This is an optimization exercise on Yosys and OpenROAD, whose aim is small area, not a production implementation. The RTL was checked by simulation tests, not by an equivalence proof against the original design. No activity file was given, so power comes from the tool's default toggle rates.

Setup of v43:
==> flow/design.v <==
`default_nettype none
package host_pkg;
  typedef logic [31:0] cfg_addr_t;
  typedef logic [31:0] cfg_data_t;
  typedef logic [1:0]  cfg_resp_t;
  typedef logic [2:0]  reg_idx_t;
  typedef logic [31:0] counter_t;
  localparam cfg_resp_t RespOkay   = 2'b00;
  localparam cfg_resp_t RespSlvErr = 2'b10;
  localparam int unsigned NumCounters = 4;
  localparam cfg_data_t UnmappedData = 32'hdeadf000;
  localparam reg_idx_t CntBaseIdx = 3'd0;
  localparam reg_idx_t ThrBaseIdx = 3'd4;
  typedef struct packed {
    logic write_miss;
    logic write_hit;
    logic read_miss;
    logic read_hit;
  } llc_events_t;
  typedef struct packed {
    logic      aw_valid;
    cfg_addr_t aw_addr;
    logic      w_valid;
    cfg_data_t w_data;
    logic      b_ready;
    logic      ar_valid;
    cfg_addr_t ar_addr;
    logic      r_ready;
  } lite_req_t;
  typedef struct packed {
    logic      aw_ready;
    logic      w_ready;
    logic      b_valid;
    cfg_resp_t b_resp;
    logic      ar_ready;
    logic      r_valid;
    cfg_resp_t r_resp;
    cfg_data_t r_data;
  } lite_resp_t;
  typedef enum logic [1:0] {
    CFG_IDLE,
    CFG_RDATA,
    CFG_BRESP
  } cfg_state_e;
endpackage
`default_nettype wire
`timescale 1ns/1ps
`default_nettype none
module host_domain_top (
  input  logic        clk_i,
  input  logic        arst_n_i,
  input  logic        cfg_aw_valid_i,
  input  logic [31:0] cfg_aw_addr_i,
  input  logic        cfg_w_valid_i,
  input  logic [31:0] cfg_w_data_i,
  input  logic        cfg_b_ready_i,
  input  logic        cfg_ar_valid_i,
  input  logic [31:0] cfg_ar_addr_i,
  input  logic        cfg_r_ready_i,
  output logic        cfg_aw_ready_o,
  output logic        cfg_w_ready_o,
  output logic        cfg_b_valid_o,
  output logic [1:0]  cfg_b_resp_o,
  output logic        cfg_ar_ready_o,
  output logic        cfg_r_valid_o,
  output logic [1:0]  cfg_r_resp_o,
  output logic [31:0] cfg_r_data_o,
  input  logic [3:0]  llc_events_i,
  output logic [3:0]  pmu_irq_o,
  input  logic        dma_pe_evt_valid_i,
  output logic        dma_pe_evt_o,
  output logic        dma_pe_evt_ack_o
);
  logic rv_q, bv_q;
  logic idle, rd_acc, wr_acc;
  assign idle   = ~(rv_q | bv_q);
  assign rd_acc = idle & cfg_ar_valid_i;
  assign wr_acc = idle & ~cfg_ar_valid_i & cfg_aw_valid_i & cfg_w_valid_i;
  always_ff @(posedge clk_i or negedge arst_n_i) begin
    if (!arst_n_i) begin
      rv_q <= 1'b0;
      bv_q <= 1'b0;
    end else begin
      rv_q <= rd_acc | (rv_q & ~cfg_r_ready_i);
      bv_q <= wr_acc | (bv_q & ~cfg_b_ready_i);
    end
  end
  assign cfg_ar_ready_o = idle;
  assign cfg_aw_ready_o = idle & ~cfg_ar_valid_i & cfg_w_valid_i;
  assign cfg_w_ready_o  = idle & ~cfg_ar_valid_i & cfg_aw_valid_i;
  assign cfg_r_valid_o  = rv_q;
  assign cfg_b_valid_o  = bv_q;
  logic       ar_map, aw_map;
  logic [2:0] ar_idx, aw_idx;
  assign ar_map = ~|cfg_ar_addr_i[31:5];
  assign aw_map = ~|cfg_aw_addr_i[31:5];
  assign ar_idx = cfg_ar_addr_i[4:2];
  assign aw_idx = cfg_aw_addr_i[4:2];
  logic [3:0] cnt_ld, thr_we;
  always_comb begin
    for (int k = 0; k < 4; k++) begin
      cnt_ld[k] = wr_acc & aw_map & (aw_idx == 3'(k));
      thr_we[k] = wr_acc & aw_map & (aw_idx == 3'(k + 4));
    end
  end
  logic        init_q;
  logic [31:0] cnt_q [4];
  function automatic logic [31:0] cnt_inc(input logic [31:0] a, input logic ev);
    logic [7:0] ones, bc;
    logic       c;
    for (int j = 0; j < 8; j++) ones[j] = &a[4*j +: 4];
    bc[0] = ev & ~&ones;
    for (int j = 1; j < 8; j++) bc[j] = bc[j-1] & ones[j-1];
    for (int j = 0; j < 8; j++) begin
      c = bc[j];
      for (int i = 0; i < 4; i++) begin
        cnt_inc[4*j+i] = a[4*j+i] ^ c;
        c = c & a[4*j+i];
      end
    end
  endfunction
  always_ff @(posedge clk_i or negedge arst_n_i) begin
    if (!arst_n_i) init_q <= 1'b0;
    else           init_q <= 1'b1;
  end
  always_ff @(posedge clk_i) begin
    for (int k = 0; k < 4; k++) begin
      if (cnt_ld[k])
        cnt_q[k] <= cfg_w_data_i;
      else if (init_q)
        cnt_q[k] <= cnt_inc(cnt_q[k], llc_events_i[k]);
      else
        cnt_q[k] <= {31'd0, llc_events_i[k]};
    end
  end
  function automatic logic cnt_ge(input logic [31:0] a, input logic [31:0] nb);
    logic [31:0] g, p;
    for (int i = 0; i < 32; i++) begin
      g[i] = a[i] & nb[i];
      p[i] = a[i] | nb[i];
    end
    g[0] = p[0];   
    for (int s = 1; s < 32; s = s * 2) begin
      for (int i = 0; i < 32; i = i + 2 * s) begin
        g[i+2*s-1] = g[i+2*s-1] | (p[i+2*s-1] & g[i+s-1]);
        p[i+2*s-1] = p[i+2*s-1] & p[i+s-1];
      end
    end
    cnt_ge = g[31];
  endfunction
  logic [31:0] thr_n_q [4];    
  logic [3:0]  thr_nz_q;
  always_ff @(posedge clk_i) begin
    for (int k = 0; k < 4; k++) begin
      if (thr_we[k]) thr_n_q[k] <= ~cfg_w_data_i;
    end
  end
  always_ff @(posedge clk_i or negedge arst_n_i) begin
    if (!arst_n_i) begin
      thr_nz_q <= '0;
    end else begin
      for (int k = 0; k < 4; k++) begin
        if (thr_we[k]) thr_nz_q[k] <= |cfg_w_data_i;
      end
    end
  end
  always_comb begin
    for (int k = 0; k < 4; k++) begin
      pmu_irq_o[k] = thr_nz_q[k] & cnt_ge(cnt_q[k], thr_n_q[k]);
    end
  end
  logic [31:0] rd_val, r_data_q;
  logic        resp_q;
  always_comb begin
    rd_val = ar_map ? 32'd0 : 32'hdeadf000;
    for (int k = 0; k < 4; k++) begin
      if (ar_map & init_q & (ar_idx == 3'(k)))            rd_val = rd_val | cnt_q[k];
      if (ar_map & thr_nz_q[k] & (ar_idx == 3'(k + 4)))   rd_val = rd_val | ~thr_n_q[k];
    end
  end
  always_ff @(posedge clk_i) begin
    if (idle) begin
      r_data_q <= rd_val;
      resp_q   <= cfg_ar_valid_i ? ~ar_map : ~aw_map;
    end
  end
  assign cfg_r_data_o = r_data_q;
  assign cfg_r_resp_o = {resp_q, 1'b0};
  assign cfg_b_resp_o = {resp_q, 1'b0};
  logic [1:0] sync_q;
  logic       last_q, pulse_q;
  always_ff @(posedge clk_i or negedge arst_n_i) begin
    if (!arst_n_i) begin
      sync_q  <= '0;
      last_q  <= 1'b0;
      pulse_q <= 1'b0;
    end else begin
      sync_q  <= {sync_q[0], dma_pe_evt_valid_i};
      last_q  <= sync_q[1];
      pulse_q <= sync_q[1] ^ last_q;
    end
  end
  assign dma_pe_evt_ack_o = sync_q[1];
  assign dma_pe_evt_o     = pulse_q;
endmodule
`default_nettype wire
Settings: LEC_CHECK=0, CAP_MARGIN=20, CORE_MARGIN=2, CORE_UTILIZATION=65, SLEW_MARGIN=20; clock period 5.0 ns.
standard.sh (not shown) runs the stock make flow with config.mk's settings and CLKGATE_MAP_FILE= SYNTH_SCRIPT=/design/flow/synth_recipe.tcl, a recipe that flattens the netlist after the stock synthesis.
==> flow/flow/run.sh <==
#!/bin/bash
# The standard ORFS layout with three changes:
# - synthesis maps the logic with flow/abc_area.script, an area-oriented
#   ABC script, in place of ORFS's abc_speed.script; everything else in
#   synthesis (including flip-flop mapping) is the standard synthesis;
# - the port buffers are the smallest buffer (buf_1), not the default cell;
# - clock tree synthesis adds no dummy loads and clusters up to 14 sinks
#   within 50 um on clkbuf_8, instead of many more clkbuf_16 leaves.
# Each tool's full output stays in the ORFS logs under orfs/logs; make's
# output goes to synth.log and standard.log.
set -euo pipefail
here=$(pwd)
rm -rf "$here/scripts_abc"
cp -r "$FLOW_HOME/scripts" "$here/scripts_abc"
cp "$here/flow/abc_area.script" "$here/scripts_abc/abc_speed.script"
SCRIPTS_DIR="$here/scripts_abc" bash standard.sh synth > synth.log 2>&1
export BUFFER_PORTS_ARGS="-buffer_cell sky130_fd_sc_hd__buf_1"
export CTS_ARGS="-sink_clustering_enable -repair_clock_nets -dont_use_dummy_load -buf_list sky130_fd_sc_hd__clkbuf_8 -sink_clustering_size 14 -sink_clustering_max_diameter 50"
bash standard.sh finish > standard.log 2>&1
==> flow/flow/abc_area.script <==
&get -n
&st
&syn2
&dch
&nf
&st
&syn2
&dch
&nf
&put
Per the final summary, v43 finished and its layout is clean on timing, DRC and antenna.
Edits applied to the flow inputs when going from v43 to v48:
==> flow/flow/abc_area.script <==
&get -n
&st
&syn2
&dch
&nf
&put
Findings:
- Diff v48..v43 | floorplan row count | unchanged
- Fraction of met2 tracks used by global routing down 4.9 points in v48 wrt v43
- Core utilization: v48 vs v43 down 0.19 points
- Between v48 and v43, the area after synthesis figures differ only marginally.
- Re largest voltage drop on the vdd net: v48 is about 20% down on v43.
- Leakage power essentially unchanged between v48 and v43.
- A uppermost signal routing layer after detailed routing of met4 is what v48 shows, while met5 belongs to v43.
- Tightest slew margin relative to the limit (lower): v43
- v48 and v43 ended up with nearly the same xor/xnor cell area share of the yosys netlist.
Setup changes, v48 to v51
- a change of CORE_UTILIZATION from 65 to 75
- a change of CAP_MARGIN from 20 to 0
- a change of SLEW_MARGIN from 20 to 0
diff --git a/flow/flow/run.sh b/flow/flow/run.sh
--- a/flow/flow/run.sh
+++ b/flow/flow/run.sh
@@ -17,3 +17,3 @@
 export BUFFER_PORTS_ARGS="-buffer_cell sky130_fd_sc_hd__buf_1"
-export CTS_ARGS="-sink_clustering_enable -repair_clock_nets -dont_use_dummy_load -buf_list sky130_fd_sc_hd__clkbuf_8 -sink_clustering_size 14 -sink_clustering_max_diameter 50"
+export CTS_ARGS="-sink_clustering_enable -repair_clock_nets -dont_use_dummy_load -buf_list sky130_fd_sc_hd__clkbuf_4 -sink_clustering_size 10 -sink_clustering_max_diameter 40"
 bash standard.sh finish > standard.log 2>&1
Notes after the runs:
v48 has lower maximum frequency than v51. Delta (v51 minus v48): fraction of power spent switching nets now larger; total chip power dropped 0.14 mW; number of non-filler instances in the completed layout decreased by 36 relative to the old numbers. Taking v48 as the reference point, the clock skew of v51 rises by 0.030 ns. When v51 is set beside v48, its total power divided by cell area turns out to be 2.1% smaller. v51 against v48: final HPWL from detailed placement -about 0.65%, total of fill cells in the finished design -about 30%, cell area -1.1%. The remaining antenna violation count after routing of v51 and that of v48 are within noise of each other.

[port drivers added, routing unchanged]
In the flow no input, the clock included, has a driving cell. The finished layouts below were timed again as built, in two steps. Step 1: set_driving_cell puts a clkbuf_16 on clk_i and a buf_2 on each other input, an assumption about the parent block. Step 2 times the ports against the registers' clock, not the clock port: input delays grow and output delays shrink by t, the midpoint of the rising clock arrivals with the driver on. Three values: no drivers, after step 1, after step 2; two values: the first two.
run	t, ns	setup slack, ns	worst hold slack (ns)	slew at the worst register clock pin (ns)
v43	0.619	0.337 / 0.292 / 0.911	0.351 / 0.351 / 0.351	0.10 / 0.10
v48	0.631	0.479 / 0.432 / 0.327	0.373 / 0.373 / 0.373	0.09 / 0.09
v51	0.685	0.557 / 0.518 / 0.313	0.363 / 0.363 / 0.363	0.12 / 0.12
After both steps setup and hold are still met in every run listed. For v51, which loses most, drivers alone change the setup slack by -0.039 ns; drivers and shift together by -0.244 ns.
